Source: an optimization exercise on an open RTL-to-GDS flow (aim: small area and a short achievable clock period). Production flows keep margins and buffers that such runs may drop.
Where RTL was checked, it was by simulation tests only, not by an equivalence proof against the original.
The RTL of runs 1 and 2 was laid out without a check of its function.
Power is estimated from default activity; no workload was simulated.

==> design/flow/config.mk <==
export PLATFORM = sky130hd
export DESIGN_NAME = scratchpad_mem
export DESIGN_NICKNAME = scratchpad_mem
export VERILOG_FILES = /design/flow/design.v
export SDC_FILE = /design/flow/constraint.sdc
export NUM_CORES = 4
export LEC_CHECK = 0
export CAP_MARGIN = 20
export CORE_MARGIN = 2
export CORE_UTILIZATION = 40
export CTS_BUF_LIST = sky130_fd_sc_hd__clkbuf_16
export CTS_CLUSTER_DIAMETER = 80
export CTS_CLUSTER_SIZE = 30
export SETUP_SLACK_MARGIN = 1.5
export SLEW_MARGIN = 20
export SYNTH_HIERARCHICAL = 1
==> design/flow/run.sh <==
#!/bin/bash
# synth_recipe.tcl (not shown) runs the flow's synth.tcl, then flattens the netlist and writes it again
# the make line also repeats each setting of config.mk as NAME=value (left out here)
make -C /OpenROAD-flow-scripts/flow DESIGN_CONFIG=/design/flow/config.mk WORK_HOME=/design/flow/orfs CLKGATE_MAP_FILE= SYNTH_SCRIPT=/design/flow/synth_recipe.tcl finish
==> design/flow/design.v <==
`timescale 1ns/10ps
module store_lane_queue (
  input  logic                             clk,
  input  logic                             rst_n,
  input  logic                             addr_enq,
  input  logic [$clog2(64)-1:0] addr_idx,
  input  logic                             data_enq,
  input  logic [32-1:0]            data_elem,
  output logic                             addr_full,
  output logic                             data_full,
  output logic                             pair_req,
  output logic [$clog2(64)-1:0] head_idx,
  output logic [32-1:0]            head_elem,
  output logic                             deadlock_hit,
  input  logic                             pop
);
  localparam int IW = $clog2(64);
  logic [IW-1:0]         addr_q [4];
  logic [32-1:0] data_q [4];
  logic [1:0] addr_wp;
  logic [1:0] data_wp;
  logic [1:0] rp;
  logic [3:0] addr_th;    
  logic [3:0] data_th;
  logic       addr_empty;
  logic       data_empty;
  logic [5:0] dl_cnt;
  always_ff @(posedge clk) begin
    for (int e = 0; e < 4; e++) begin
      if (addr_enq && addr_wp == 2'(e)) addr_q[e] <= addr_idx;
      if (data_enq && data_wp == 2'(e)) data_q[e] <= data_elem;
    end
  end
  always_ff @(posedge clk or negedge rst_n) begin
    if (!rst_n) begin
      addr_wp  <= '0;
      data_wp  <= '0;
      rp       <= '0;
      addr_th  <= '0;
      data_th  <= '0;
    end else begin
      if (addr_enq) addr_wp <= addr_wp + 2'd1;
      if (data_enq) data_wp <= data_wp + 2'd1;
      if (pop)      rp      <= rp + 2'd1;
      if (addr_enq && !pop)      addr_th <= {addr_th[2:0], 1'b1};
      else if (!addr_enq && pop) addr_th <= {1'b0, addr_th[3:1]};
      if (data_enq && !pop)      data_th <= {data_th[2:0], 1'b1};
      else if (!data_enq && pop) data_th <= {1'b0, data_th[3:1]};
    end
  end
  assign addr_empty = !addr_th[0];
  assign data_empty = !data_th[0];
  assign addr_full  = addr_th[3];
  assign data_full  = data_th[3];
  assign pair_req   = !addr_empty && !data_empty;
  always_comb begin
    head_idx  = '0;
    head_elem = '0;
    for (int e = 0; e < 4; e++) begin
      head_idx  = head_idx  | (addr_q[e] & {IW{rp == 2'(e)}});
      head_elem = head_elem | (data_q[e] & {32{rp == 2'(e)}});
    end
  end
  always_ff @(posedge clk or negedge rst_n) begin
    if (!rst_n) begin
      dl_cnt <= '0;
    end else if (addr_empty ^ data_empty) begin
      if (!dl_cnt[5]) dl_cnt <= dl_cnt + 6'd1;
    end else begin
      dl_cnt <= '0;
    end
  end
  assign deadlock_hit = dl_cnt[5];
endmodule
`timescale 1ns/10ps
module scratchpad_array (
  input  logic                             clk,
  input  logic [64-1:0]         wr_oh,
  input  logic [32-1:0]            wr_elem,
  input  logic [$clog2(64)-1:0] rd_idx,
  output logic [32-1:0]            rd_elem
);
  localparam int EW = 32;
  logic [EW-1:0] mem [64];
  localparam int NC = 4;
  localparam int DG = EW / NC;
  logic [64-1:0] wl [NC];
  always_ff @(posedge clk) begin
    for (int w = 0; w < 64; w++)
      if (wr_oh[w]) mem[w] <= wr_elem;
  end
  for (genvar c = 0; c < NC; c++) begin : g_dec
    logic [5:0] idx_n;
    logic [7:0] hi_n;
    logic [7:0] lo_n;
    for (genvar k = 0; k < 6; k++) begin : g_inv
      sp_inv inv_i (.a(rd_idx[k]), .y(idx_n[k]));
    end
    for (genvar i = 0; i < 8; i++) begin : g_pre
      sp_nand3 lo_i (
        .a(i[0] ? rd_idx[0] : idx_n[0]),
        .b(i[1] ? rd_idx[1] : idx_n[1]),
        .c(i[2] ? rd_idx[2] : idx_n[2]),
        .y(lo_n[i])
      );
      sp_nand3 hi_i (
        .a(i[0] ? rd_idx[3] : idx_n[3]),
        .b(i[1] ? rd_idx[4] : idx_n[4]),
        .c(i[2] ? rd_idx[5] : idx_n[5]),
        .y(hi_n[i])
      );
    end
    for (genvar w = 0; w < 64; w++) begin : g_wl
      sp_nor2 wl_i (.a(hi_n[w/8]), .b(lo_n[w%8]), .y(wl[c][w]));
    end
  end
  for (genvar b = 0; b < EW; b++) begin : g_bit
    logic [7:0]  t1;
    logic [3:0]  t2;
    for (genvar j = 0; j < 8; j++) begin : g_l1
      sp_ao8 g_i (
        .s(wl[b/DG][8*j +: 8]),
        .d({mem[8*j+7][b], mem[8*j+6][b], mem[8*j+5][b], mem[8*j+4][b],
            mem[8*j+3][b], mem[8*j+2][b], mem[8*j+1][b], mem[8*j][b]}),
        .y(t1[j])
      );
    end
    for (genvar j = 0; j < 4; j++) begin : g_l2
      sp_nor2 g_i (.a(t1[2*j]), .b(t1[2*j+1]), .y(t2[j]));
    end
    sp_nand4 g_l3 (.a(t2[0]), .b(t2[1]), .c(t2[2]), .d(t2[3]), .y(rd_elem[b]));
  end
endmodule
module sp_inv (input logic a, output logic y);
  assign y = ~a;
endmodule
module sp_nor2 (input logic a, input logic b, output logic y);
  assign y = ~(a | b);
endmodule
module sp_nand3 (input logic a, input logic b, input logic c, output logic y);
  assign y = ~(a & b & c);
endmodule
module sp_nand4 (input logic a, input logic b, input logic c, input logic d, output logic y);
  assign y = ~(a & b & c & d);
endmodule
module sp_ao8 (input logic [7:0] s, input logic [7:0] d, output logic y);
  assign y = |(s & d);
endmodule
`timescale 1ns/10ps
module error_latch (
  input  logic        clk,
  input  logic        rst_n,
  input  logic        tag_oob,
  input  logic        deadlock,
  output logic        error_valid,
  output logic [15:0] error_code
);
  logic [1:0] code;
  always_ff @(posedge clk or negedge rst_n) begin
    if (!rst_n) begin
      error_valid <= 1'b0;
      code        <= 2'd0;
    end else if (!error_valid && (tag_oob || deadlock)) begin
      error_valid <= 1'b1;
      code        <= tag_oob ? 2'd1 : 2'd2;
    end
  end
  assign error_code = {14'd0, code};
endmodule
`timescale 1ns/10ps
module scratchpad_mem (
  input  logic                            clk,
  input  logic                            rst_n,
  input  logic                            ld_addr_valid,
  output logic                            ld_addr_ready,
  input  logic [2+16-1:0] ld_addr_data,
  output logic                            ld_data_valid,
  input  logic                            ld_data_ready,
  output logic [2+32-1:0] ld_data_data,
  output logic                            ld_done_valid,
  input  logic                            ld_done_ready,
  output logic [2-1:0]            ld_done_data,
  input  logic                            st_addr_valid,
  output logic                            st_addr_ready,
  input  logic [2+16-1:0] st_addr_data,
  input  logic                            st_data_valid,
  output logic                            st_data_ready,
  input  logic [2+32-1:0] st_data_data,
  output logic                            st_done_valid,
  input  logic                            st_done_ready,
  output logic [2-1:0]            st_done_data,
  output logic                            error_valid,
  output logic [15:0]                     error_code
);
  localparam int IW = $clog2(64);
  localparam int NP = 3;
  localparam int EW = 32;
  logic [1:0]       ld_tag, sa_tag, sd_tag;
  logic             ld_ok, sa_ok, sd_ok;
  logic [NP-1:0]    addr_enq, data_enq, addr_full, data_full;
  logic [NP-1:0]    req, dl, pop, sel_oh;
  logic [IW-1:0]    head_idx  [NP];
  logic [EW-1:0]    head_elem [NP];
  logic [IW-1:0]    wr_idx;
  logic [EW-1:0]    wr_elem;
  logic [64-1:0] wr_oh;
  logic [EW-1:0]    rd_elem;
  assign ld_tag        = ld_addr_data[17:16];
  assign ld_ok         = !(ld_tag[1] && ld_tag[0]);
  assign ld_addr_ready = ld_ok && ld_data_ready && ld_done_ready;
  assign ld_data_valid = ld_addr_valid && ld_ok && ld_done_ready;
  assign ld_done_valid = ld_addr_valid && ld_ok && ld_data_ready;
  assign ld_data_data  = {ld_tag, rd_elem};
  assign ld_done_data  = ld_tag;
  assign sa_tag = st_addr_data[17:16];
  assign sd_tag = st_data_data[33:32];
  assign sa_ok  = !(sa_tag[1] && sa_tag[0]);
  assign sd_ok  = !(sd_tag[1] && sd_tag[0]);
  assign st_addr_ready = sa_ok && !addr_full[sa_tag];
  assign st_data_ready = sd_ok && !data_full[sd_tag];
  for (genvar i = 0; i < NP; i++) begin : g_lane
    assign addr_enq[i] = st_addr_valid && (sa_tag == 2'(i)) && !addr_full[i];
    assign data_enq[i] = st_data_valid && (sd_tag == 2'(i)) && !data_full[i];
    store_lane_queue lane_i (
      .clk, .rst_n,
      .addr_enq(addr_enq[i]), .addr_idx(st_addr_data[IW-1:0]),
      .data_enq(data_enq[i]), .data_elem(st_data_data[EW-1:0]),
      .addr_full(addr_full[i]), .data_full(data_full[i]),
      .pair_req(req[i]), .head_idx(head_idx[i]), .head_elem(head_elem[i]),
      .deadlock_hit(dl[i]), .pop(pop[i])
    );
  end
  assign sel_oh[0] = req[0];
  assign sel_oh[1] = req[1] && !req[0];
  assign sel_oh[2] = req[2] && !req[1] && !req[0];
  assign st_done_valid = |req;
  assign st_done_data  = {sel_oh[2], sel_oh[1]};
  assign pop           = sel_oh & {NP{st_done_ready}};
  always_comb begin
    wr_idx  = '0;
    wr_elem = '0;
    for (int i = 0; i < NP; i++) begin
      wr_idx  = wr_idx  | (head_idx[i]  & {IW{sel_oh[i]}});
      wr_elem = wr_elem | (head_elem[i] & {EW{sel_oh[i]}});
    end
  end
  logic [7:0] wr_hi, wr_lo;
  logic       wr_go;
  assign wr_go = st_done_ready && (|req);
  for (genvar i = 0; i < 8; i++) begin : g_wdec
    assign wr_hi[i] = (wr_idx[5:3] == 3'(i));
    assign wr_lo[i] = wr_go && (wr_idx[2:0] == 3'(i));
  end
  for (genvar w = 0; w < 64; w++) begin : g_wsel
    assign wr_oh[w] = wr_hi[w/8] && wr_lo[w%8];
  end
  scratchpad_array array_i (
    .clk, .wr_oh, .wr_elem, .rd_idx(ld_addr_data[IW-1:0]), .rd_elem
  );
  error_latch error_i (
    .clk, .rst_n,
    .tag_oob((ld_addr_valid && !ld_ok) || (st_addr_valid && !sa_ok) || (st_data_valid && !sd_ok)),
    .deadlock(|dl), .error_valid, .error_code
  );
endmodule
==> design/flow/constraint.sdc <==
create_clock -name core_clock -period 5.5 [get_ports {clk}]
set_input_delay 1.1000 -clock core_clock [delete_from_list [all_inputs] [get_ports {clk}]]
set_output_delay 1.1000 -clock core_clock [all_outputs]
set_load 0.01 [all_outputs]
==> results of run 1 <==
[synthesized netlist by cell type, types with 12 or more instances]
library cell,instances,share of area
a22oi_1,1286,0.10
and2_1,40,0.0027
buf_2,29,0.0015
buf_4,34,0.0027
buf_6,12,0.0014
dfrtp_1,63,0.017
edfxtp_1,2504,0.80
ha_1,48,0.0064
inv_1,52,0.0021
mux2i_1,16,0.0017
nand2_1,195,0.0078
nand3_1,76,0.0040
nand4_1,291,0.019
nor2_1,455,0.018
o21ai_0,70,0.0037
xnor2_1,12,0.0011
[final cells by class]
type / instances / area [µm²] / area share
Tap cell: 3132 / 3920 / 0.0349
Clock inverter: 76 / 921 / 0.00819
Antenna cell: 2 / 5.00 / 0.0000445
Inverter: 52 / 251 / 0.00224
Clock buffer: 109 / 2730 / 0.0243
Sequential cell: 2567 / 76800 / 0.683
Timing Repair Buffer: 675 / 6970 / 0.0620
Multi-Input combinational cell: 2576 / 20900 / 0.186
[power by group through the flow]
stage                     Clock, µW  Sequential (µW)  Combinational [µW]
final                         10400            21900                3610
after global routing          11200            21900                3900
after CTS                     10600            21900                3430
after detailed placement          0            22400                3240
after global placement            0            22300                3170
after floorplan                   0            22300                1840
[critical path: cells and delay by family]
| kind | cells | cell delay (ps) |
|---|---|---|
| AOI/OAI and AO/OA | 1 | 200 |
| and+or+nand+nor | 5 | 950 |
| buffers and inverters | 7 | 1140 |
[path summary, 6_finish.rpt]
| kind | from | endpoint |
|---|---|---|
| hold reg to reg | g_lane[0].lane_i.data_th[2] | g_lane[0].lane_i.data_th[2] |
| hold / removal | rst_n | g_lane[2].lane_i.data_wp[1] |
| max in group asynchronous | rst_n | g_lane[1].lane_i.rp[0] |
| setup reg to reg | g_lane[2].lane_i.rp[1] | array_i.mem[61][31] |
| min in group core_clock | g_lane[0].lane_i.data_th[2] | g_lane[0].lane_i.data_th[2] |
| setup / recovery | ld_addr_data[2] | ld_data_data[18] |
[cell families after synthesis]
kind of cell | count (synthesis) | synth area share
AO/OA/AOI/OAI | 1376 | 0.108
XOR/XNOR | 21 | 0.00196
adder cells (fa/ha/maj) | 48 | 0.00639
buffers and inverters | 137 | 0.00818
flip-flops | 2567 | 0.817
multiplexers | 17 | 0.00183
other | 1 | 0.0000399
AND/OR/NAND/NOR | 1100 | 0.0558
[modules after synthesis (local to each module, per instance)]
module            cells inside  cell area, µm²  flops+latches  copies in the design
scratchpad_array          2048           61500           2048                     1
scratchpad_mem             262            1450              0                     1
error_latch                 24             224              3                     1
sp_ao8                       5            36.3              0                   256
sp_nor2                      1            3.75              0                   384
sp_inv                       1            3.75              0                    24
sp_nand4                     1            6.26              0                    32
store_lane_queue           383            6470            172                     3
sp_nand3                     1            5.00              0                    64
[registers in the layout, indices dropped and copies added, names as in the netlist]
register               cells
g_lane.lane_i.addr_wp      6
g_lane.lane_i.data_th     12
error_i.error_valid        1
array_i.mem             2048
g_lane.lane_i.addr_th     12
g_lane.lane_i.data_wp      6
g_lane.lane_i.data_q     384
g_lane.lane_i.rp           6
error_i.code               2
g_lane.lane_i.dl_cnt      18
g_lane.lane_i.addr_q      72
[repair_timing]
action | in CTS | in global routing
pin swaps | 96 | 281
resized for setup | 649 | 497
setup buffers | 73 | 159
endpoints found under the setup margin | 35 | 170
cloned | 6 | 0
[metrics by stage]
stage / power (µW) / hold slack (ps)
after floorplan: 24200 / 471
after global placement: 25500 / 490
after detailed placement: 25600 / 495
after CTS: 35900 / 449
after global routing: 37000 / 528
final: 35900 / 495
[metal layers]
| metal | track usage | part of all wire |
|---|---|---|
| met1 | 0.277 | 0.41 |
| met2 | 0.327 | 0.48 |
| met3 | 0.0428 | 0.092 |
| met4 | 0.0418 | 0.020 |
| met5 | 0 | 0.00067 |
==> results.json, run 1 <==
{
  "outcome": "timing/DRC/antenna clean",
  "rsz0062_at_grt": "yes",
  "power.internal_uw": 27200,
  "ir_worst_vdd_uv": 293,
  "skew_ps": 73.1,
  "finalSetupViolCount": 0,
  "maxSlewViolCount": 0,
  "dp.cells": 8754,
  "dpl_cell_area_um2": 102000,
  "endpoint_kind": "output port",
  "chipHeight_um": 489,
  "clock-sinks": 2567,
  "max_freq_mhz": 222,
  "period_minus_slack_ps": 4510,
  "wl_um": 247000,
  "slowest_stage": "nand4_1",
  "drc_errors": 0,
  "cts_tree": "yes",
  "crit_type": "in2out",
  "synth-seq-cells": 2567,
  "final_cell_mix": "edfxtp_1, a22oi_1, buf_4",
  "cp_max_fo": 6,
  "initial_core_util": 0.403,
  "dieArea_um2": 239000,
  "antenna_left": 0,
  "h-tree-depth": 3,
  "power_density_nw_per_um2": 319,
  "period_share": 0.820,
  "synth-edff-count": 2504,
  "dr.pass1.iters": 5,
  "worst_r2r_path_depth": 11,
  "power_frac_clock": 0.290,
  "setup_ws_ps": 989,
  "fin_util": 0.483,
  "p_seq_frac": 0.610,
  "p_leak_uw": 0.0337,
  "worstPathArrival_ps": 3410,
  "path_cells": "buf_12 -> buf_12 -> clkinvlp_4 -> nand3_4 -> buf_8 -> buf_4 -> nor2_4 -> a22oi_1 -> nand4_1 -> nor2_2 -> nand4_1 -> buf_4 -> clkbuf_2",
  "fill_cells": 19300,
  "routedWlPerCell_um": 26.9,
  "antenna_found_initial": 19,
  "cts_made_buffers": 109,
  "drive_gt1_frac": 0.250,
  "clockBufferDepth": 3,
  "syn_area_um2": 93900,
  "power_frac_comb": 0.100,
  "postCtsHoldBufs": 0,
  "slew_headroom": 0.265,
  "dieWidth_um": 489,
  "rrSetupSlack_ps": 1740,
  "grt_pass1_wl_um": 352000,
  "finalHoldViolations": 0,
  "fin_nets": 6107,
  "cp.required_ps": 4400,
  "hpwlAfterDp_um": 153000,
  "fin_cells": 9189,
  "synthCells": 5267,
  "drtIter0Drc": 6396,
  "tightest_slew_ps": 1100,
  "synth_flop_cell": "edfxtp_1",
  "rows": 177,
  "final_cell_area_um2": 112000,
  "vias": 53400,
  "core_um2": 233000,
  "gr-total-overflow": 0,
  "pre_cts_ws_ps": -216,
  "swShare": 0.242,
  "grt_max_degree": 65,
  "async_reset_ff_frac": 0.0245,
  "switching_power_uw": 8700,
  "final_common_cell": "edfxtp_1",
  "yosysSeqAreaShare": 0.817,
  "avgSynthCellArea_um2": 17.8,
  "ys_types": 45,
  "setup_tns_ps": 0,
  "path_clk_slew_ps": 100,
  "portBuffers": 104,
  "routed_via_density": 5.81,
  "yosysWarningCount": 17,
  "cp_slowest_stage_delay_ps": 310,
  "cts_root_buf": "clkbuf_16",
  "syn2layout_area_growth_pct": 19.7,
  "holdCritPathClass": "in2async",
  "cap_violations": 0,
  "grt_pass1_vias": 51500,
  "gp_congestion": 0.858,
  "ios": 139,
  "clk_latency_ps": 830,
  "start_kind": "input pin",
  "globalRouteTotalUtil": 0.200
}
==> run 2: changes to the inputs <==
--- a/design/flow/config.mk
+++ b/design/flow/config.mk
@@ -8,9 +8,9 @@
 export CAP_MARGIN = 20
 export CORE_MARGIN = 2
 export CORE_UTILIZATION = 40
-export CTS_BUF_LIST = sky130_fd_sc_hd__clkbuf_16
-export CTS_CLUSTER_DIAMETER = 80
-export CTS_CLUSTER_SIZE = 30
+export CTS_BUF_LIST = sky130_fd_sc_hd__clkbuf_8
+export CTS_CLUSTER_DIAMETER = 60
+export CTS_CLUSTER_SIZE = 16
 export SETUP_SLACK_MARGIN = 1.5
 export SLEW_MARGIN = 20
 export SYNTH_HIERARCHICAL = 1
==> results.json, run 2 <==
{
  "pre_cts_ws_ps": -216,
  "clk_latency_ps": 1000,
  "power_density_nw_per_um2": 312,
  "start_kind": "input pin",
  "top_register": "array_i.mem",
  "holdCritPathClass": "in2async",
  "yosysSeqAreaShare": 0.817,
  "dr.pass1.iters": 8,
  "cp_max_fo": 5,
  "dpl_cell_area_um2": 102000,
  "largestRegisters": "array_i.mem: 2048 flops, g_lane.lane_i.data_q: 384 flops, g_lane.lane_i.addr_q: 72 flops",
  "skew_ps": 97.5,
  "cts_made_buffers": 185,
  "finalHoldViolations": 0,
  "avgSynthCellArea_um2": 17.8,
  "rows": 177,
  "portBuffers": 104,
  "antenna_found_initial": 24,
  "globalRouteTotalUtil": 0.204,
  "wl_um": 250000,
  "hpwlAfterDp_um": 153000,
  "dieArea_um2": 239000,
  "finalSetupViolCount": 0,
  "maxSlewViolCount": 0,
  "vias": 53700,
  "setup_ws_ps": 1000,
  "p_leak_uw": 0.0334,
  "drive_gt1_frac": 0.237,
  "core_um2": 233000,
  "synth.area.top_cells": "edfxtp_1, a22oi_1, nand4_1, nor2_1, dfrtp_1",
  "syn2layout_area_growth_pct": 18.3,
  "drc_errors": 0,
  "largest_register_ffs": 2048,
  "routed_via_density": 5.83,
  "cap_violations": 0,
  "rsz0062_at_grt": "yes",
  "synth_most_common_cell": "edfxtp_1",
  "cts_root_buf": "clkbuf_8",
  "syn_area_um2": 93900,
  "synth_flop_cell": "edfxtp_1",
  "final_common_cell": "edfxtp_1",
  "timing.hold.ws_ps": 304,
  "dieWidth_um": 489,
  "fin_cells": 9213,
  "worstPathArrival_ps": 3400,
  "dp.cells": 8754,
  "max_freq_mhz": 222,
  "period_share": 0.817,
  "final_cell_mix": "edfxtp_1, a22oi_1, buf_4",
  "slew_headroom": 0.263,
  "final_cell_area_um2": 111000,
  "ios": 139,
  "postCtsHoldBufs": 0,
  "antenna_left": 0,
  "grt_pass1_vias": 52500,
  "period_minus_slack_ps": 4500,
  "ir_worst_vdd_uv": 189,
  "outcome": "timing/DRC/antenna clean",
  "chipHeight_um": 489,
  "async_reset_ff_frac": 0.0245,
  "fin_nets": 6141,
  "synthTopCellsByCount": "edfxtp_1, a22oi_1, nor2_1",
  "yosysWarningCount": 17,
  "endpoint_kind": "output port",
  "synth-edff-count": 2504,
  "clockBufferDepth": 3,
  "h-tree-depth": 4,
  "clock-sinks": 2567,
  "synthCells": 5267,
  "synth_top_area_frac": 0.801,
  "path_clk_slew_ps": 100,
  "synth.largest_area_cell": "edfxtp_1",
  "grt_max_degree": 65,
  "cp.required_ps": 4400,
  "drtIter0Drc": 6639,
  "synth-seq-cells": 2567,
  "gr-total-overflow": 0,
  "gp_congestion": 0.858,
  "cts_tree": "yes",
  "initial_core_util": 0.403,
  "routedWlPerCell_um": 27.1,
  "crit_type": "in2out",
  "setup_tns_ps": 0,
  "tightest_slew_ps": 1100,
  "ys_types": 45,
  "grt_pass1_wl_um": 358000
}
## run 2: power breakdown
part | total, µW | leakage (µW) | internal [µW] | switching (µW)
Sequential | 21900 | 0.0228 | 21800 | 127
Combinational | 3590 | 0.00891 | 1140 | 2460
Clock | 9200 | 0.00163 | 3240 | 5960
## run 2: cell type report
cell class              instances  area [µm²]
inverters                      52         251
repair buffers                633        6740
multi-input cells            2576       20500
well taps                    3132        3920
fillers                     19500      122000
flip-flops and latches       2567       76800
clock buffers                 189        2600
diodes                          6        15.0
clock inverters                58         379
## run 2: metal layers
metal,share of wire,GRT usage,wire (µm),vias up
li1,-,-,-,23300
met1,0.41,0.284,103000,27800
met2,0.48,0.330,120000,2199
met3,0.087,0.0410,21700,356
met4,0.022,0.0511,5390,32
met5,0.00085,0,213,-
## run 2: final timing paths
path,end,startpoint,slack [ps],cells after the start
worst min-delay path,error_i.code[0],rst_n,300,2
min in group core_clock,g_lane[0].lane_i.data_th[2],g_lane[0].lane_i.data_th[2],510,2
worst max-delay path,ld_data_data[18],ld_addr_data[0],1000,13
worst max register to register,array_i.mem[45][17],g_lane[2].lane_i.rp[0],1770,10
worst min register to register,g_lane[0].lane_i.data_th[2],g_lane[0].lane_i.data_th[2],510,2
max in group asynchronous,g_lane[2].lane_i.dl_cnt[2],rst_n,4600,2
## run 2: worst max-delay path, stage by stage
cell        delay [ps]
buf_12             110
buf_12             150
clkinvlp_4         230
nand3_4            190
buf_8              160
nor2_4              40
buf_6              120
a22oi_2            180
nand4_1            170
nor2_4             220
nand4_1            330
buf_6              250
buf_6              110
## run 2: kinds of logic (layout without fill, tap and decap cells)
family / count (synthesis) / in the layout / share of synthesized area
adders and majority gates: 48 / 48 / 0.00639
and+or+nand+nor: 1100 / 1100 / 0.0558
other: 1 / 20 / 0.0000399
AOI/OAI and AO/OA: 1376 / 1376 / 0.108
DFF: 2567 / 2567 / 0.817
buffers and inverters: 137 / 932 / 0.00818
xor gates and xnor gates: 21 / 21 / 0.00196
muxes: 17 / 17 / 0.00183
## run 2: timing repair
action,in CTS,in global routing
resized for setup,828,244
pin swaps,162,185
gates cloned,7,0
endpoints found under the setup margin,35,170
setup buffers,116,73
## run 2: per-module statistics from Yosys, one instance, submodules excluded, excerpt
module / cells inside / cell area, µm² / copies in the design / flip-flops and latches
sp_nor2: 1 / 3.75 / 384 / 0
scratchpad_mem: 262 / 1450 / 1 / 0
sp_ao8: 5 / 36.3 / 256 / 0
sp_nand3: 1 / 5.00 / 64 / 0
sp_inv: 1 / 3.75 / 24 / 0
error_latch: 24 / 224 / 1 / 3
store_lane_queue: 383 / 6470 / 3 / 172
## run 2: stage by stage
step	total power [µW]	utilization
5_1_grt	35800	0.477
3_3_place_gp	25500	0.438
4_1_cts	34700	0.469
3_5_place_dp	25600	0.438
6_report	34700	0.477
2_1_floorplan	24200	-
==> run 3: changes to the inputs <==
--- a/design/flow/design.v
+++ b/design/flow/design.v
@@ -75,7 +75,8 @@
 `timescale 1ns/10ps
 module scratchpad_array (
   input  logic                             clk,
-  input  logic [64-1:0]         wr_oh,
+  input  logic [7:0]                       wr_hi_n,
+  input  logic [7:0]                       wr_lo_n,
   input  logic [32-1:0]            wr_elem,
   input  logic [$clog2(64)-1:0] rd_idx,
   output logic [32-1:0]            rd_elem
@@ -85,9 +86,15 @@
   localparam int NC = 4;
   localparam int DG = EW / NC;
   logic [64-1:0] wl [NC];
-  always_ff @(posedge clk) begin
-    for (int w = 0; w < 64; w++)
-      if (wr_oh[w]) mem[w] <= wr_elem;
+  for (genvar c = 0; c < NC; c++) begin : g_wen
+    logic [64-1:0] we;
+    for (genvar w = 0; w < 64; w++) begin : g_we
+      sp_nor2 we_i (.a(wr_hi_n[w/8]), .b(wr_lo_n[w%8]), .y(we[w]));
+    end
+    always_ff @(posedge clk) begin
+      for (int w = 0; w < 64; w++)
+        if (we[w]) mem[w][c*DG +: DG] <= wr_elem[c*DG +: DG];
+    end
   end
   for (genvar c = 0; c < NC; c++) begin : g_dec
     logic [5:0] idx_n;
@@ -203,7 +210,6 @@
   logic [EW-1:0]    head_elem [NP];
   logic [IW-1:0]    wr_idx;
   logic [EW-1:0]    wr_elem;
-  logic [64-1:0] wr_oh;
   logic [EW-1:0]    rd_elem;
   assign ld_tag        = ld_addr_data[17:16];
   assign ld_ok         = !(ld_tag[1] && ld_tag[0]);
@@ -244,18 +250,15 @@
       wr_elem = wr_elem | (head_elem[i] & {EW{sel_oh[i]}});
     end
   end
-  logic [7:0] wr_hi, wr_lo;
+  logic [7:0] wr_hi_n, wr_lo_n;
   logic       wr_go;
   assign wr_go = st_done_ready && (|req);
   for (genvar i = 0; i < 8; i++) begin : g_wdec
-    assign wr_hi[i] = (wr_idx[5:3] == 3'(i));
-    assign wr_lo[i] = wr_go && (wr_idx[2:0] == 3'(i));
-  end
-  for (genvar w = 0; w < 64; w++) begin : g_wsel
-    assign wr_oh[w] = wr_hi[w/8] && wr_lo[w%8];
+    assign wr_hi_n[i] = !(wr_idx[5:3] == 3'(i));
+    assign wr_lo_n[i] = !(wr_go && (wr_idx[2:0] == 3'(i)));
   end
   scratchpad_array array_i (
-    .clk, .wr_oh, .wr_elem, .rd_idx(ld_addr_data[IW-1:0]), .rd_elem
+    .clk, .wr_hi_n, .wr_lo_n, .wr_elem, .rd_idx(ld_addr_data[IW-1:0]), .rd_elem
   );
   error_latch error_i (
     .clk, .rst_n,
--- a/design/flow/config.mk
+++ b/design/flow/config.mk
@@ -11,6 +11,7 @@
 export CTS_BUF_LIST = sky130_fd_sc_hd__clkbuf_8
 export CTS_CLUSTER_DIAMETER = 60
 export CTS_CLUSTER_SIZE = 16
+export PLACE_DENSITY = 0.7
 export SETUP_SLACK_MARGIN = 1.5
 export SLEW_MARGIN = 20
 export SYNTH_HIERARCHICAL = 1
==> results.json, run 3 <==
{
  "outcome": "timing/DRC/antenna clean",
  "dieWidth_um": 490,
  "finalSetupViolCount": 0,
  "worstPathArrival_ps": 3310,
  "dpl_cell_area_um2": 101000,
  "hpwlAfterDp_um": 146000,
  "ios": 139,
  "skew_ps": 64.8,
  "fin_cells": 9185,
  "clk_latency_ps": 1030,
  "dr.pass1.iters": 8,
  "grt_pass1_vias": 53400,
  "routed_via_density": 5.98,
  "path_clk_slew_ps": 100,
  "max_freq_mhz": 227,
  "synthCells": 5458,
  "slew_headroom": 0.152,
  "async_reset_ff_frac": 0.0245,
  "start_kind": "input pin",
  "yosys-mux-area-fraction": 0.00180,
  "syn_area_um2": 94600,
  "maxSlewViolCount": 0,
  "dieArea_um2": 240000,
  "clockBufferDepth": 3,
  "final_common_cell": "edfxtp_1",
  "synth_xor_area_frac": 0.00194,
  "period_minus_slack_ps": 4410,
  "clock-sinks": 2567,
  "power_density_nw_per_um2": 315,
  "endpoint_kind": "output port",
  "drc_errors": 0,
  "largest_register_ffs": 2048,
  "cp.required_ps": 4400,
  "cts_root_buf": "clkbuf_8",
  "initial_core_util": 0.402,
  "finalHoldViolations": 0,
  "antenna_found_initial": 37,
  "portBuffers": 104,
  "vias": 54900,
  "synth_compound_area_frac": 0.108,
  "synth.area.top_cells": "edfxtp_1, a22oi_1, nor2_1, nand4_1, dfrtp_1",
  "rsz0062_at_grt": "yes",
  "period_share": 0.801,
  "avgSynthCellArea_um2": 17.3,
  "synth-edff-count": 2504,
  "synth-seq-cells": 2567,
  "cap_violations": 0,
  "synth_flop_cell": "edfxtp_1",
  "fill_cells": 19300,
  "yosysWarningCount": 17,
  "holdCritPathClass": "in2async",
  "tightest_slew_ps": 1270,
  "synth_top_area_frac": 0.795,
  "core_um2": 235000,
  "drive_gt1_frac": 0.251,
  "ir_worst_vdd_uv": 327,
  "yosysSeqAreaShare": 0.812,
  "top_register": "array_i.mem",
  "synth_most_common_cell": "edfxtp_1",
  "synthTopCellsByCount": "edfxtp_1, a22oi_1, nor2_1",
  "wl_um": 248000,
  "cts_tree": "yes",
  "syn2layout_area_growth_pct": 16.0,
  "grt_pass1_wl_um": 353000,
  "p_leak_uw": 0.0320,
  "final_cell_area_um2": 110000,
  "finalPower_uw": 34500,
  "routedWlPerCell_um": 27.0,
  "globalRouteTotalUtil": 0.197,
  "ys_types": 39,
  "cts_made_buffers": 183,
  "crit_type": "in2out",
  "chipHeight_um": 490,
  "final_cell_mix": "edfxtp_1, a22oi_1, nor2_2",
  "dp.cells": 8839,
  "grt_max_degree": 65,
  "synth_top_family_by_area": "compound AO/OA/AOI/OAI gates",
  "synth.largest_area_cell": "edfxtp_1",
  "gp_congestion": 0.864,
  "postCtsHoldBufs": 0,
  "gr-total-overflow": 0,
  "h-tree-depth": 4,
  "synth_simple_gate_area_frac": 0.0624,
  "fin_nets": 6107,
  "drtIter0Drc": 7235,
  "largestRegisters": "array_i.mem: 2048 flops, g_lane.lane_i.data_q: 384 flops, g_lane.lane_i.addr_q: 72 flops",
  "synth_fa_ha_area_frac": 0.00635,
  "rows": 178,
  "antenna_left": 0,
  "cp_max_fo": 8
}
## run 3: changes by cell type in the layout (fill, tap and decap cells not counted), sizes merged, moves of 2 or more
cell and delta:
clkinv -3, inv -26, diode +8, clkbuf +4
nor2 +191, bufbuf +3, buf -221, clkinvlp +6
dlygate4sd2 -2, clkdlybuf4s15 -5
## run 3: cell type report
type,instances,area [µm²],share of cell area
Sequential cell,2567,76800,0.700
Multi-Input combinational cell,2766,21700,0.198
Timing Repair Buffer,410,4090,0.0372
Tap cell,3150,3940,0.0359
Clock buffer,191,2630,0.0240
Inverter,53,274,0.00250
Clock inverter,34,269,0.00245
Antenna cell,14,35.0,0.000319
## run 3: kinds of logic (layout without fill, tap and decap cells)
family          after synthesis  count (layout)
fa+ha+maj                    48              48
xor+xnor                     21              21
mux                          17              17
buf+inv                     138             688
flops                      2567            2567
simple gates               1289            1289
other cells                   1              28
compound gates             1377            1377
## run 3: layer usage
layer,track usage,routed length [µm]
met5,0,178
met4,0.0866,10100
met3,0.0375,24100
met2,0.319,120000
met1,0.260,93800
## run 3: where the power goes
| group | internal, µW | switching (µW) |
|---|---|---|
| clock | 3230 | 5830 |
| sequential | 21800 | 128 |
| combinational | 1030 | 2520 |
| total | 26000 | 8480 |
## run 3: worst paths after layout
path	startpoint	end	slack, ps	depth (start not counted)
worst min-delay path	rst_n	error_i.code[0]	280	2
min in group core_clock	g_lane[1].lane_i.addr_th[2]	g_lane[1].lane_i.addr_th[2]	520	2
max in group asynchronous	rst_n	g_lane[0].lane_i.rp[0]	4640	2
worst max-delay path	ld_addr_data[3]	ld_data_data[20]	1090	11
worst min register to register	g_lane[1].lane_i.addr_th[2]	g_lane[1].lane_i.addr_th[2]	520	2
worst max register to register	g_lane[2].lane_i.rp[0]	array_i.mem[48][26]	1560	9
## run 3: what timing repair did
item / CTS / global route
resized for setup: 852 / 465
setup buffers: 46 / 54
cloned: 6 / 0
pin swaps: 209 / 222
endpoints found under the setup margin: 1004 / 1510
## run 3: per-module statistics from Yosys, one instance, submodules excluded, excerpt
module | cells | copies in the design
sp_inv | 1 | 24
sp_ao8 | 5 | 256
scratchpad_array | 2048 | 1
store_lane_queue | 383 | 3
sp_nor2 | 1 | 640
sp_nand4 | 1 | 32
## run 3: stage by stage
step	worst slack (ps)	setup TNS (ps)	utilization	hold WS, ps
2_1_floorplan	2190	0	-	471
3_3_place_gp	2.82	0	0.430	490
3_5_place_dp	-63.3	-196	0.430	504
4_1_cts	1120	0	0.456	226
5_1_grt	1070	0	0.466	289
6_report	1090	0	0.466	282
## run 3: worst max-delay path, stage by stage
cell	delay, ps
buf_12	110
buf_16	180
buf_8	140
clkinvlp_4	190
nand3_4	240
nor2_2	130
a22oi_1	300
nand4_1	200
nor2_2	190
nand4_1	220
clkdlybuf4s15_2	280
==> run 4: changes to the inputs <==
--- a/design/flow/config.mk
+++ b/design/flow/config.mk
@@ -11,7 +11,6 @@
 export CTS_BUF_LIST = sky130_fd_sc_hd__clkbuf_8
 export CTS_CLUSTER_DIAMETER = 60
 export CTS_CLUSTER_SIZE = 16
-export PLACE_DENSITY = 0.7
-export SETUP_SLACK_MARGIN = 1.5
+export SETUP_SLACK_MARGIN = 2.0
 export SLEW_MARGIN = 20
 export SYNTH_HIERARCHICAL = 1
==> results.json, run 4 <==
{
  "power_density_nw_per_um2": 313,
  "pre_cts_ws_ps": 13.4,
  "clockBufferDepth": 3,
  "gr-total-overflow": 0,
  "chipHeight_um": 490,
  "worstPathArrival_ps": 3280,
  "multiInputGateArea_um2": 23000,
  "endpoint_kind": "output port",
  "p_leak_uw": 0.0328,
  "syn_area_um2": 94600,
  "period_share": 0.797,
  "routed_via_density": 5.85,
  "postCtsHoldBufs": 0,
  "rows": 178,
  "ios": 139,
  "ys_types": 39,
  "largest_register_ffs": 2048,
  "start_kind": "input pin",
  "largestRegisters": "array_i.mem: 2048 flops, g_lane.lane_i.data_q: 384 flops, g_lane.lane_i.addr_q: 72 flops",
  "hpwlAfterDp_um": 151000,
  "top_register": "array_i.mem",
  "dieWidth_um": 490,
  "antenna_left": 0,
  "synth-edff-count": 2504,
  "rsz0062_at_grt": "yes",
  "vias": 54300,
  "finalSetupViolCount": 0,
  "antenna_found_initial": 24,
  "cp.required_ps": 4400,
  "cap_violations": 0,
  "synth_flop_cell": "edfxtp_1",
  "cts_root_buf": "clkbuf_8",
  "ir_worst_vdd_uv": 289,
  "wl_um": 255000,
  "synth_top_area_frac": 0.795,
  "clock-sinks": 2567,
  "synth.area.top_cells": "edfxtp_1, a22oi_1, nor2_1, nand4_1, dfrtp_1",
  "slew_headroom": 0.172,
  "synth_most_common_cell": "edfxtp_1",
  "cts_made_buffers": 190,
  "final_common_cell": "edfxtp_1",
  "fin_nets": 6185,
  "final_cell_mix": "edfxtp_1, a22oi_1, a22oi_2",
  "setup_tns_ps": 0,
  "setup_ws_ps": 1120,
  "finalHoldViolations": 0,
  "initial_core_util": 0.402,
  "drtIter0Drc": 6107,
  "routedWlPerCell_um": 27.5,
  "skew_ps": 82.8,
  "grt_pass1_vias": 53600,
  "tightest_slew_ps": 1240,
  "seqCellArea_um2": 76800,
  "synthCells": 5458,
  "outcome": "timing/DRC/antenna clean",
  "core_um2": 235000,
  "synthTopCellsByCount": "edfxtp_1, a22oi_1, nor2_1",
  "grt_pass1_wl_um": 366000,
  "cp_max_fo": 8,
  "fill_cells": 19600,
  "synth.largest_area_cell": "edfxtp_1",
  "max_freq_mhz": 228,
  "maxSlewViolCount": 0,
  "portBuffers": 104,
  "holdCritPathClass": "in2async",
  "dr.pass1.iters": 6,
  "globalRouteTotalUtil": 0.205,
  "drc_errors": 0,
  "grt_max_degree": 65,
  "dieArea_um2": 240000,
  "avgSynthCellArea_um2": 17.3,
  "gp_congestion": 0.845,
  "yosysWarningCount": 17,
  "async_reset_ff_frac": 0.0245,
  "cts_tree": "yes",
  "synth-seq-cells": 2567,
  "drive_gt1_frac": 0.278,
  "yosysSeqAreaShare": 0.812,
  "timing.hold.ws_ps": 297,
  "path_clk_slew_ps": 90,
  "clk_latency_ps": 1040,
  "period_minus_slack_ps": 4380,
  "syn2layout_area_growth_pct": 18.9,
  "h-tree-depth": 4,
  "crit_type": "in2out"
}
[run 4: per-module statistics from Yosys (local to each module, per instance)]
module / area (µm²) / flops+latches / cells
sp_ao8: 36.3 / 0 / 5
scratchpad_mem: 1170 / 0 / 197
sp_nor2: 3.75 / 0 / 1
sp_nand4: 6.26 / 0 / 1
sp_inv: 3.75 / 0 / 1
sp_nand3: 5.00 / 0 / 1
scratchpad_array: 61500 / 2048 / 2048
store_lane_queue: 6470 / 172 / 383
error_latch: 224 / 3 / 24
[run 4: final timing paths]
check / slack [ps] / startpoint / cells after the start / to
max: 1120 / ld_addr_data[5] / 13 / ld_data_data[0]
min: 300 / rst_n / 2 / g_lane[1].lane_i.dl_cnt[3]
max reg2reg: 2040 / g_lane[2].lane_i.rp[0] / 11 / array_i.mem[54][22]
min reg2reg: 520 / g_lane[2].lane_i.data_th[2] / 2 / g_lane[2].lane_i.data_th[2]
max in group asynchronous: 4640 / rst_n / 2 / g_lane[1].lane_i.addr_th[1]
min in group core_clock: 520 / g_lane[2].lane_i.data_th[2] / 2 / g_lane[2].lane_i.data_th[2]
[run 4: timing repair]
item	in CTS	in global routing
buffers inserted	78	65
gates cloned	13	1
pin swaps	229	256
endpoints found under the setup margin	2103	1571
resized for setup	1227	435
[run 4: metal layers]
| metal | GRT usage | vias up | wire length (µm) | share of wire |
|---|---|---|---|---|
| met5 | 0 | - | 122 | 0.00048 |
| met4 | 0.0653 | 20 | 7680 | 0.030 |
| met3 | 0.0345 | 400 | 20300 | 0.080 |
| met2 | 0.328 | 2235 | 121000 | 0.48 |
| met1 | 0.288 | 28000 | 105000 | 0.41 |
| li1 | - | 23600 | - | - |
[run 4: layout make-up]
class / count / share of cell area
multi-input cells: 2768 / 0.204
inverters: 53 / 0.00240
clock buffers: 193 / 0.0236
repair buffers: 479 / 0.0465
clock inverters: 59 / 0.00525
well taps: 3150 / 0.0351
flip-flops and latches: 2567 / 0.683
diodes: 4 / 0.0000890
[run 4: kinds of logic (layout without fill, tap and decap cells)]
logic type               Yosys count  count (layout)  share of synthesized area
adder cells (fa/ha/maj)           48              48                    0.00635
buffers and inverters            138             784                    0.00845
flip-flops                      2567            2567                      0.812
AND/OR/NAND/NOR                 1289            1290                     0.0624
AO/OA/AOI/OAI                   1377            1378                      0.108
multiplexers                      17              17                    0.00180
other                              1              18                  0.0000396
XOR/XNOR                          21              21                    0.00194
[run 4: report_power, final]
part,internal (µW),total [µW],switching [µW]
registers,21800,21900,127
logic,1100,3670,2570
clock network,3530,9620,6090
[run 4: worst max-delay path: stages]
cell and delay, ps:
buf_12 130, buf_16 180, buf_12 120, clkinvlp_4 110, buf_4 160, nand3_4 240
nor2_4 130, a22oi_2 260, nand4_1 160, nor2_2 140, buf_4 150, nand4_1 170
buf_2 200
[run 4: stage by stage]
stage / power [µW] / utilization / instance area [µm²] / instances
after floorplan: 24200 / - / 94600 / 5471
after global placement: 25500 / 0.431 / 101000 / 8852
after detailed placement: 25600 / 0.431 / 101000 / 8855
after CTS: 35200 / 0.467 / 110000 / 9198
after global routing: 36300 / 0.478 / 112000 / 9271
final: 35200 / 0.478 / 112000 / 9273
==> run 5: changes to the inputs <==
--- a/design/flow/config.mk
+++ b/design/flow/config.mk
@@ -11,6 +11,7 @@
 export CTS_BUF_LIST = sky130_fd_sc_hd__clkbuf_8
 export CTS_CLUSTER_DIAMETER = 60
 export CTS_CLUSTER_SIZE = 16
-export SETUP_SLACK_MARGIN = 2.0
+export GPL_ROUTABILITY_DRIVEN = 0
+export SETUP_SLACK_MARGIN = 1.5
 export SLEW_MARGIN = 20
 export SYNTH_HIERARCHICAL = 1
==> results.json, run 5 <==
{
  "slew_headroom": 0.215,
  "cts_made_buffers": 190,
  "rrSetupSlack_ps": 1670,
  "synth.largest_area_cell": "edfxtp_1",
  "clk_latency_ps": 1040,
  "crit_type": "in2out",
  "synth-seq-cells": 2567,
  "final_common_cell": "edfxtp_1",
  "synth.area.top_cells": "edfxtp_1, a22oi_1, nor2_1, nand4_1, dfrtp_1",
  "yosysSeqAreaShare": 0.812,
  "rsz0062_at_grt": "yes",
  "syn2layout_area_growth_pct": 16.5,
  "period_minus_slack_ps": 4370,
  "routed_via_density": 5.85,
  "worstPathArrival_ps": 3270,
  "ir_worst_vdd_uv": 290,
  "antenna_found_initial": 24,
  "antenna_left": 0,
  "syn_area_um2": 94600,
  "routedWlPerCell_um": 27.2,
  "grt_pass1_wl_um": 363000,
  "outcome": "timing/DRC/antenna clean",
  "fin_cells": 9226,
  "portBuffers": 104,
  "cts_root_buf": "clkbuf_8",
  "cts_tree": "yes",
  "synth_flop_cell": "edfxtp_1",
  "dieWidth_um": 490,
  "r2r_start": "g_lane[2].lane_i.rp[0]",
  "grt_pass1_vias": 53400,
  "synthTopCellsByCount": "edfxtp_1, a22oi_1, nor2_1",
  "synth_top_area_frac": 0.795,
  "gr-total-overflow": 0,
  "worst_r2r_path_depth": 9,
  "top_register": "array_i.mem",
  "clockBufferDepth": 3,
  "setup_tns_ps": 0,
  "start_kind": "input pin",
  "vias": 54000,
  "largestRegisters": "array_i.mem: 2048 flops, g_lane.lane_i.data_q: 384 flops, g_lane.lane_i.addr_q: 72 flops",
  "wl_um": 251000,
  "globalRouteTotalUtil": 0.203,
  "path_clk_slew_ps": 90,
  "endpoint_kind": "output port",
  "avgSynthCellArea_um2": 17.3,
  "max_freq_mhz": 229,
  "postCtsHoldBufs": 0,
  "holdCritPathClass": "in2async",
  "finalSetupViolCount": 0,
  "synth-edff-count": 2504,
  "cp.required_ps": 4400,
  "fin_nets": 6138,
  "p_leak_uw": 0.0324,
  "final_cell_mix": "edfxtp_1, a22oi_1, nand4_1",
  "skew_ps": 84.0,
  "synth_most_common_cell": "edfxtp_1",
  "power_density_nw_per_um2": 318,
  "hpwlAfterDp_um": 151000,
  "async_reset_ff_frac": 0.0245,
  "largest_register_ffs": 2048,
  "finalHoldViolations": 0,
  "grt_max_degree": 65,
  "chipHeight_um": 490,
  "cap_violations": 0,
  "tightest_slew_ps": 1180,
  "period_share": 0.794,
  "rows": 178,
  "ys_types": 39,
  "synthCells": 5458,
  "drive_gt1_frac": 0.236,
  "drtIter0Drc": 6191,
  "drc_errors": 0,
  "dr.pass1.iters": 6,
  "ios": 139,
  "dp.cells": 8855,
  "initial_core_util": 0.402,
  "h-tree-depth": 4,
  "clock-sinks": 2567,
  "maxSlewViolCount": 0,
  "cp_max_fo": 10,
  "yosysWarningCount": 17,
  "core_um2": 235000,
  "worstReg2RegEnd": "array_i.mem[13][30]",
  "dieArea_um2": 240000
}
==> run 5: cell counts after synthesis <==
No cell type changed its count.
==> run 5: per-stage QoR <==
| stage | total power, µW | setup WS [ps] | utilization | area, µm² | hold slack [ps] |
|---|---|---|---|---|---|
| floorplan | 24200 | 2190 | - | 94600 | 471 |
| CTS | 35100 | 1160 | 0.463 | 109000 | 241 |
| global placement | 25500 | 12.4 | 0.431 | 101000 | 491 |
| finish | 35000 | 1130 | 0.469 | 110000 | 299 |
| global route | 36200 | 1070 | 0.469 | 110000 | 315 |
| detailed placement | 25600 | 13.4 | 0.431 | 101000 | 495 |
==> run 5: cells by family (layout without fill, tap and decap cells) <==
| logic type | count (synthesis) | count (layout) | share of synthesized area |
|---|---|---|---|
| DFF | 2567 | 2567 | 0.812 |
| muxes | 17 | 17 | 0.00180 |
| adders and majority gates | 48 | 48 | 0.00635 |
| other | 1 | 18 | 0.0000396 |
| AOI/OAI and AO/OA | 1377 | 1377 | 0.108 |
| xor gates and xnor gates | 21 | 21 | 0.00194 |
| buffers and inverters | 138 | 739 | 0.00845 |
| and+or+nand+nor | 1289 | 1289 | 0.0624 |
==> run 5: area by class of cell <==
cell class,instances,area (µm²)
Timing Repair Buffer,434,4530
Multi-Input combinational cell,2766,21500
Clock inverter,59,591
Tap cell,3150,3940
Inverter,53,248
Fill cell,19800,125000
Clock buffer,193,2660
Antenna cell,4,10.0
Sequential cell,2567,76800
==> run 5: worst max path at each step <==
| stage | startpoint | cells after the start | end | slack, ps |
|---|---|---|---|---|
| floorplan | g_lane[1].lane_i.rp[0] | 8 | array_i.mem[0][3] | 2190 |
| global placement | ld_addr_data[2] | 11 | ld_data_data[3] | 10 |
| detailed placement | ld_addr_data[2] | 11 | ld_data_data[3] | 10 |
| CTS | ld_addr_data[3] | 12 | ld_data_data[14] | 1160 |
| global route | ld_addr_data[3] | 12 | ld_data_data[12] | 1070 |
| finish | ld_addr_data[3] | 12 | ld_data_data[12] | 1130 |
==> run 5: per-module statistics from Yosys, one instance, submodules excluded <==
module	cells	flip-flops and latches	copies in the design
sp_nand3	1	0	64
scratchpad_mem	197	0	1
error_latch	24	3	1
scratchpad_array	2048	2048	1
store_lane_queue	383	172	3
sp_nand4	1	0	32
sp_nor2	1	0	640
sp_inv	1	0	24
sp_ao8	5	0	256
==> run 5: worst max-delay path, stage by stage <==
cell and delay, ps:
buf_16 130, buf_16 190, nand3_1 140, buf_6 170, nor2_1 80, buf_4 180, a22oi_1 240, nand4_1 190
nor2_1 180, buf_4 160, nand4_1 240, buf_2 240
==> run 5: report_power, final <==
group / switching [µW] / total, µW / internal [µW]
registers: 123 / 21900 / 21800
logic: 2490 / 3540 / 1050
clock network: 6080 / 9610 / 3530
total: 8690 / 35000 / 26400
==> run 5: routing by layer <==
layer,part of all wire,GRT usage
met2,0.47,0.324
met4,0.032,0.0642
met3,0.081,0.0331
met5,0.00052,0
met1,0.42,0.287
==> run 5: timing repair <==
action	in CTS	in global routing
resized for setup	1039	194
pin swaps	238	190
cloned	9	0
setup buffers	76	25
setup endpoints to repair	1324	933
==> run 6: changes to the inputs <==
--- a/design/flow/config.mk
+++ b/design/flow/config.mk
@@ -11,7 +11,6 @@
 export CTS_BUF_LIST = sky130_fd_sc_hd__clkbuf_8
 export CTS_CLUSTER_DIAMETER = 60
 export CTS_CLUSTER_SIZE = 16
-export GPL_ROUTABILITY_DRIVEN = 0
-export SETUP_SLACK_MARGIN = 1.5
+export SETUP_SLACK_MARGIN = 1.0
 export SLEW_MARGIN = 20
 export SYNTH_HIERARCHICAL = 1
==> results.json, run 6 <==
{
  "dr.pass1.iters": 6,
  "crit_end": "ld_data_data[26]",
  "synth.largest_area_cell": "edfxtp_1",
  "path_cells": "buf_4 -> buf_12 -> inv_1 -> nand3_1 -> buf_6 -> nor2_2 -> a22oi_1 -> nand4_1 -> nor2_2 -> nand4_1 -> dlygate4sd2_1",
  "power_frac_comb": 0.099,
  "wl_um": 250000,
  "dieWidth_um": 490,
  "worstReg2RegEnd": "array_i.mem[27][9]",
  "p_leak_uw": 0.0319,
  "dpl_cell_area_um2": 101000,
  "synth_flop_cell": "edfxtp_1",
  "period_share": 0.845,
  "grt_pass1_vias": 52800,
  "slowest_stage": "dlygate4sd2_1",
  "antenna_left": 0,
  "routed_via_density": 5.83,
  "p_seq_frac": 0.631,
  "initial_core_util": 0.402,
  "maxSlewViolCount": 0,
  "largest_register_ffs": 2048,
  "timing.hold.ws_ps": 273,
  "rows": 178,
  "power_frac_clock": 0.270,
  "tightest_slew_ps": 1130,
  "crit_type": "in2out",
  "outcome": "timing/DRC/antenna clean",
  "synth-edff-count": 2504,
  "slew_headroom": 0.242,
  "max_freq_mhz": 215,
  "globalRouteTotalUtil": 0.202,
  "power.internal_uw": 26100,
  "cts_tree": "yes",
  "ir_worst_vdd_uv": 297,
  "clk_latency_ps": 1030,
  "hpwlAfterDp_um": 150000,
  "finalHoldViolations": 0,
  "avgSynthCellArea_um2": 17.3,
  "path_clk_slew_ps": 100,
  "synth.area.top_cells": "edfxtp_1, a22oi_1, nor2_1, nand4_1, dfrtp_1",
  "ys_types": 39,
  "period_minus_slack_ps": 4650,
  "r2r_start": "g_lane[0].lane_i.addr_th[0]",
  "h-tree-depth": 4,
  "clock-sinks": 2567,
  "fill_cells": 20200,
  "cp_slowest_stage_delay_ps": 390,
  "portBuffers": 104,
  "worstPathArrival_ps": 3550,
  "largestRegisters": "array_i.mem: 2048 flops, g_lane.lane_i.data_q: 384 flops, g_lane.lane_i.addr_q: 72 flops",
  "drtIter0Drc": 5916,
  "seqCellArea_um2": 76800,
  "swShare": 0.247,
  "ios": 139,
  "top_register": "array_i.mem",
  "core_um2": 235000,
  "cap_violations": 0,
  "grt_max_degree": 65,
  "synth_top_area_frac": 0.795,
  "antenna_found_initial": 19,
  "vias": 53500,
  "grt_pass1_wl_um": 359000,
  "chipHeight_um": 490,
  "gr-total-overflow": 0,
  "pre_cts_ws_ps": -1.41,
  "drive_gt1_frac": 0.184,
  "cts_root_buf": "clkbuf_8",
  "holdCritPathClass": "in2async",
  "routedWlPerCell_um": 27.3,
  "cp.required_ps": 4400,
  "rrSetupSlack_ps": 1270,
  "setup_ws_ps": 854,
  "synth-seq-cells": 2567,
  "fin_nets": 6091,
  "final_cell_area_um2": 108000,
  "multiInputGateArea_um2": 20300,
  "async_reset_ff_frac": 0.0245,
  "worst_r2r_path_depth": 6,
  "gp_congestion": 0.848,
  "cts_made_buffers": 186,
  "final_cell_mix": "edfxtp_1, a22oi_1, nor2_1",
  "synthCells": 5458,
  "final_common_cell": "edfxtp_1",
  "syn_area_um2": 94600,
  "start_kind": "input pin",
  "yosysSeqAreaShare": 0.812,
  "finalSetupViolCount": 0,
  "drc_errors": 0,
  "power_density_nw_per_um2": 321,
  "rsz0062_at_grt": "yes",
  "dieArea_um2": 240000,
  "postCtsHoldBufs": 0,
  "skew_ps": 59.1,
  "syn2layout_area_growth_pct": 14.1,
  "synth_most_common_cell": "edfxtp_1",
  "endpoint_kind": "output port",
  "fin_util": 0.459,
  "yosysWarningCount": 17,
  "clockBufferDepth": 3,
  "synthTopCellsByCount": "edfxtp_1, a22oi_1, nor2_1",
  "critPathLaunch": "ld_addr_data[0]",
  "cp_max_fo": 9,
  "switching_power_uw": 8570
}
==> run 6: worst min path at each step <==
stage                     slack [ps]                        start  cells after the start                           to
final                            270                        rst_n                      2  g_lane[0].lane_i.addr_th[3]
after global routing             310                        rst_n                      2  g_lane[0].lane_i.addr_th[3]
after CTS                        190                        rst_n                      2  g_lane[0].lane_i.addr_th[3]
after detailed placement         500  g_lane[2].lane_i.addr_th[1]                      2  g_lane[2].lane_i.addr_th[1]
after global placement           490  g_lane[1].lane_i.data_th[2]                      2  g_lane[1].lane_i.data_th[2]
after floorplan                  470  g_lane[0].lane_i.addr_th[2]                      2  g_lane[0].lane_i.addr_th[2]
==> run 6: layout make-up <==
type / count / share of cell area
Clock buffer: 187 / 0.0238
Multi-Input combinational cell: 2766 / 0.188
Sequential cell: 2567 / 0.711
Timing Repair Buffer: 391 / 0.0341
Antenna cell: 8 / 0.000185
Tap cell: 3150 / 0.0365
Clock inverter: 54 / 0.00445
Inverter: 53 / 0.00219
==> run 6: critical path: cells and delay by family <==
| family | cells | cell delay [ps] |
|---|---|---|
| AOI/OAI and AO/OA | 1 | 200 |
| buffers and inverters | 5 | 1120 |
| and+or+nand+nor | 5 | 1080 |
==> run 6: timing repair <==
action,4_1_cts,5_1_grt
gates cloned,7,0
gates resized for setup,619,198
pin swaps,69,105
hold endpoints to repair,0,0
endpoints found under the setup margin,32,32
setup buffers,16,38
==> run 6: layer usage <==
metal	GRT usage	wire length (µm)	share of wire
met1	0.282	104000	0.41
met2	0.320	119000	0.47
met3	0.0339	19700	0.079
met4	0.0689	7910	0.032
met5	0	65	0.00026
==> run 6: cell families (layout without fill, tap and decap cells) <==
group           after synthesis  after routing  synth area share
simple gates               1289           1289            0.0624
flops                      2567           2567             0.812
compound gates             1377           1377             0.108
other cells                   1             22         0.0000396
fa+ha+maj                    48             48           0.00635
xor+xnor                     21             21           0.00194
buf+inv                     138            685           0.00845
mux                          17             17           0.00180
==> run 6: power groups by stage <==
stage | Sequential (µW) | Combinational, µW | Clock [µW]
floorplan | 22400 | 1840 | 0
global placement | 22300 | 3180 | 0
detailed placement | 22400 | 3230 | 0
CTS | 21900 | 3370 | 9520
global route | 21900 | 3690 | 10100
finish | 21900 | 3420 | 9360
==> run 6: per-module statistics from Yosys (local to each module, per instance), excerpt <==
module	flip-flops and latches	cells	area, µm²	times used
sp_inv	0	1	3.75	24
store_lane_queue	172	383	6470	3
sp_ao8	0	5	36.3	256
sp_nand4	0	1	6.26	32
error_latch	3	24	224	1
sp_nor2	0	1	3.75	640
scratchpad_array	2048	2048	61500	1
==> run 6: stage by stage <==
| step | setup TNS (ps) | power (µW) | instances |
|---|---|---|---|
| CTS | 0 | 34800 | 9127 |
| floorplan | 0 | 24200 | 5471 |
| global placement | 0 | 25500 | 8862 |
| global route | 0 | 35800 | 9176 |
| finish | 0 | 34700 | 9176 |
| detailed placement | -1.41 | 25600 | 8863 |
==> run 7: changes to the inputs <==
--- a/design/flow/config.mk
+++ b/design/flow/config.mk
@@ -11,6 +11,6 @@
 export CTS_BUF_LIST = sky130_fd_sc_hd__clkbuf_8
 export CTS_CLUSTER_DIAMETER = 60
 export CTS_CLUSTER_SIZE = 16
-export SETUP_SLACK_MARGIN = 1.0
+export SETUP_SLACK_MARGIN = 1.3
 export SLEW_MARGIN = 20
 export SYNTH_HIERARCHICAL = 1
==> results.json, run 7 <==
{
  "gr-total-overflow": 0,
  "period_minus_slack_ps": 4360,
  "skew_ps": 85.0,
  "tightest_slew_ps": 1180,
  "core_um2": 235000,
  "grt_pass1_wl_um": 362000,
  "dieWidth_um": 490,
  "synth_fa_ha_area_frac": 0.00635,
  "crit_path_frequent_cell": "nand4_1",
  "drive_gt1_frac": 0.244,
  "synth-seq-cells": 2567,
  "power.internal_uw": 26400,
  "power_frac_clock": 0.274,
  "dr.pass1.iters": 8,
  "largest_register_ffs": 2048,
  "hpwlAfterDp_um": 151000,
  "globalRouteTotalUtil": 0.203,
  "antenna_left": 0,
  "path_clk_slew_ps": 90,
  "maxSlewViolCount": 0,
  "avgSynthCellArea_um2": 17.3,
  "synth.largest_area_cell": "edfxtp_1",
  "yosysWarningCount": 17,
  "vias": 54200,
  "dp.cells": 8855,
  "cts_made_buffers": 190,
  "slew_headroom": 0.212,
  "clockBufferDepth": 3,
  "crit_family": "simple AND/OR/NAND/NOR gates",
  "path_cells": "buf_12 -> buf_16 -> clkinvlp_4 -> nand3_4 -> nor2_4 -> a22oi_1 -> nand4_1 -> nor2_2 -> buf_6 -> nand4_1 -> buf_2",
  "clock-sinks": 2567,
  "synth-edff-count": 2504,
  "wl_um": 252000,
  "antenna_found_initial": 24,
  "p_leak_uw": 0.0326,
  "clk_latency_ps": 1040,
  "start_kind": "input pin",
  "finalSetupViolCount": 0,
  "synth.area.top_cells": "edfxtp_1, a22oi_1, nor2_1, nand4_1, dfrtp_1",
  "p_seq_frac": 0.624,
  "rsz0062_at_grt": "yes",
  "gp_congestion": 0.845,
  "crit_buf_inv": 5,
  "final_common_cell": "edfxtp_1",
  "h-tree-depth": 4,
  "syn2layout_area_growth_pct": 17.3,
  "synth_flop_cell": "edfxtp_1",
  "switching_power_uw": 8710,
  "yosys-mux-area-fraction": 0.00180,
  "cap_violations": 0,
  "endpoint_kind": "output port",
  "power_density_nw_per_um2": 316,
  "cp_slowest_stage_delay_ps": 350,
  "holdCritPathClass": "in2async",
  "power_frac_comb": 0.102,
  "portBuffers": 104,
  "synth_top_family_by_area": "compound AO/OA/AOI/OAI gates",
  "synthTopCellsByCount": "edfxtp_1, a22oi_1, nor2_1",
  "crit_type": "in2out",
  "largestRegisters": "array_i.mem: 2048 flops, g_lane.lane_i.data_q: 384 flops, g_lane.lane_i.addr_q: 72 flops",
  "cts_tree": "yes",
  "chipHeight_um": 490,
  "setup_ws_ps": 1140,
  "synth_simple_gate_area_frac": 0.0624,
  "cp_max_fo": 8,
  "fin_nets": 6168,
  "initial_core_util": 0.402,
  "postCtsHoldBufs": 0,
  "grt_pass1_vias": 53300,
  "drtIter0Drc": 6021,
  "outcome": "timing/DRC/antenna clean",
  "dieArea_um2": 240000,
  "final_cell_mix": "edfxtp_1, a22oi_1, a22oi_2",
  "period_share": 0.793,
  "pre_cts_ws_ps": 13.4,
  "synth_most_common_cell": "edfxtp_1",
  "finalHoldViolations": 0,
  "top_register": "array_i.mem",
  "cp.required_ps": 4400,
  "synth_top_area_frac": 0.795,
  "async_reset_ff_frac": 0.0245,
  "ios": 139,
  "synth_compound_area_frac": 0.108,
  "synthCells": 5458,
  "routedWlPerCell_um": 27.2,
  "max_freq_mhz": 229,
  "synth_xor_area_frac": 0.00194,
  "swShare": 0.248,
  "slowest_stage": "a22oi_1",
  "routed_via_density": 5.86,
  "ys_types": 39,
  "drc_errors": 0,
  "yosysSeqAreaShare": 0.812,
  "cts_root_buf": "clkbuf_8",
  "rows": 178,
  "ir_worst_vdd_uv": 291,
  "syn_area_um2": 94600,
  "setup_tns_ps": 0,
  "grt_max_degree": 65,
  "fin_cells": 9258,
  "worstPathArrival_ps": 3260
}
[run 7: cell types whose count changed in the layout (fill, tap and decap cells not counted), sizes merged, moves of 2 or more]
cell,delta
buf,+102
clkbuf,-9
clkinv,+5
clkinvlp,+8
diode,-2
dlygate4sd2,-6
dlymetal6s2s,-5
inv,-9
[run 7: power groups by stage]
stage / combinational (µW) / clock (µW) / sequential, µW
finish: 3570 / 9610 / 21900
CTS: 3450 / 9760 / 21900
detailed placement: 3250 / 0 / 22400
global route: 3860 / 10400 / 21900
global placement: 3210 / 0 / 22300
floorplan: 1840 / 0 / 22300
[run 7: worst paths after layout]
kind                                        startpoint                          end  slack (ps)  cells past startpoint
max                                    ld_addr_data[2]             ld_data_data[15]        1140                     11
min                                              rst_n   g_lane[1].lane_i.dl_cnt[3]         300                      2
max reg2reg                     g_lane[0].lane_i.rp[1]          array_i.mem[56][11]        1370                      9
min reg2reg                g_lane[2].lane_i.data_th[2]  g_lane[2].lane_i.data_th[2]         520                      2
max in group asynchronous                        rst_n       g_lane[1].lane_i.rp[1]        4640                      2
min in group core_clock    g_lane[2].lane_i.data_th[2]  g_lane[2].lane_i.data_th[2]         520                      2
[run 7: Yosys stat by module (local to each module, per instance)]
module,cells,flops+latches,cell area (µm²)
sp_inv,1,0,3.75
scratchpad_mem,197,0,1170
sp_nor2,1,0,3.75
sp_nand3,1,0,5.00
error_latch,24,3,224
store_lane_queue,383,172,6470
sp_ao8,5,0,36.3
scratchpad_array,2048,2048,61500
sp_nand4,1,0,6.26
[run 7: stage by stage]
stage | hold WS [ps] | cell area (µm²) | total power, µW | utilization
finish | 299 | 111000 | 35100 | 0.472
global route | 315 | 111000 | 36200 | 0.472
CTS | 241 | 109000 | 35100 | 0.462
detailed placement | 495 | 101000 | 25600 | 0.431
global placement | 491 | 101000 | 25500 | 0.431
floorplan | 471 | 94600 | 24200 | -
[run 7: timing repair]
| item | in CTS | in global routing |
|---|---|---|
| pin swaps | 229 | 237 |
| setup buffers | 56 | 75 |
| setup endpoints to repair | 435 | 499 |
| gates cloned | 9 | 0 |
| gates resized for setup | 980 | 328 |
[run 7: logic make-up (layout without fill, tap and decap cells)]
| group | count (synthesis) | after routing |
|---|---|---|
| other | 1 | 20 |
| buffers and inverters | 138 | 769 |
| AO/OA/AOI/OAI | 1377 | 1377 |
| AND/OR/NAND/NOR | 1289 | 1289 |
| XOR/XNOR | 21 | 21 |
| multiplexers | 17 | 17 |
| adder cells (fa/ha/maj) | 48 | 48 |
| flip-flops | 2567 | 2567 |
[run 7: final cells by class]
cell class,instances,area [µm²]
Antenna cell,6,15.0
Clock buffer,193,2660
Timing Repair Buffer,464,4840
Clock inverter,59,591
Inverter,53,270
Fill cell,19800,124000
Tap cell,3150,3940
Multi-Input combinational cell,2766,21800
Sequential cell,2567,76800
[run 7: per-layer routing]
layer | global-route usage | vias up | share of wire
li1 | - | 23500 | -
met1 | 0.286 | 28000 | 0.42
met2 | 0.324 | 2257 | 0.47
met3 | 0.0336 | 435 | 0.080
met4 | 0.0626 | 20 | 0.032
met5 | 0 | - | 0.00050

-- static timing again, ports no longer ideal --
No port has a modelled driver above. Below, the same layouts with a new extraction and two added sets of constraints.
Step 1 (the two cells are an assumption about what drives the block):
set clk [get_ports {clk}]
set_driving_cell -lib_cell sky130_fd_sc_hd__clkbuf_16 $clk
set_driving_cell -lib_cell sky130_fd_sc_hd__buf_2 [delete_from_list [all_inputs] $clk]
Step 2 adds t to the input delays and takes it off the output delays; t is the mean of the earliest and latest rising clock arrival at the registers after step 1. Input paths then give back, and output paths get back, about the clock's delay inside the block.
Three values: no drivers, after step 1, after step 2; two values: the first two.
run | t (ns) | setup WS [ns] | worst setup path after step 2 | latest minus earliest clock arrival (ns) | worst register clock-pin slew, ns
run 1 | 0.875 | 0.989 / 0.922 / 0.922 | input to output | 0.076 / 0.076 | 0.12 / 0.12
run 2 | 1.028 | 1.004 / 0.938 / 0.938 | input to output | 0.098 / 0.097 | 0.11 / 0.11
run 3 | 1.074 | 1.095 / 1.032 / 1.032 | input to output | 0.077 / 0.077 | 0.10 / 0.10
run 4 | 1.084 | 1.118 / 1.052 / 1.052 | input to output | 0.086 / 0.086 | 0.11 / 0.11
run 5 | 1.081 | 1.133 / 1.060 / 1.060 | input to output | 0.087 / 0.088 | 0.11 / 0.11
run 6 | 1.082 | 0.854 / 0.820 / 0.820 | input to output | 0.076 / 0.076 | 0.11 / 0.11
run 7 | 1.085 | 1.139 / 1.075 / 1.075 | input to output | 0.089 / 0.088 | 0.11 / 0.11
After both steps setup and hold are still met in every run listed. For run 5, which loses most, drivers alone change the setup slack by -0.073 ns; drivers and shift together by -0.073 ns.
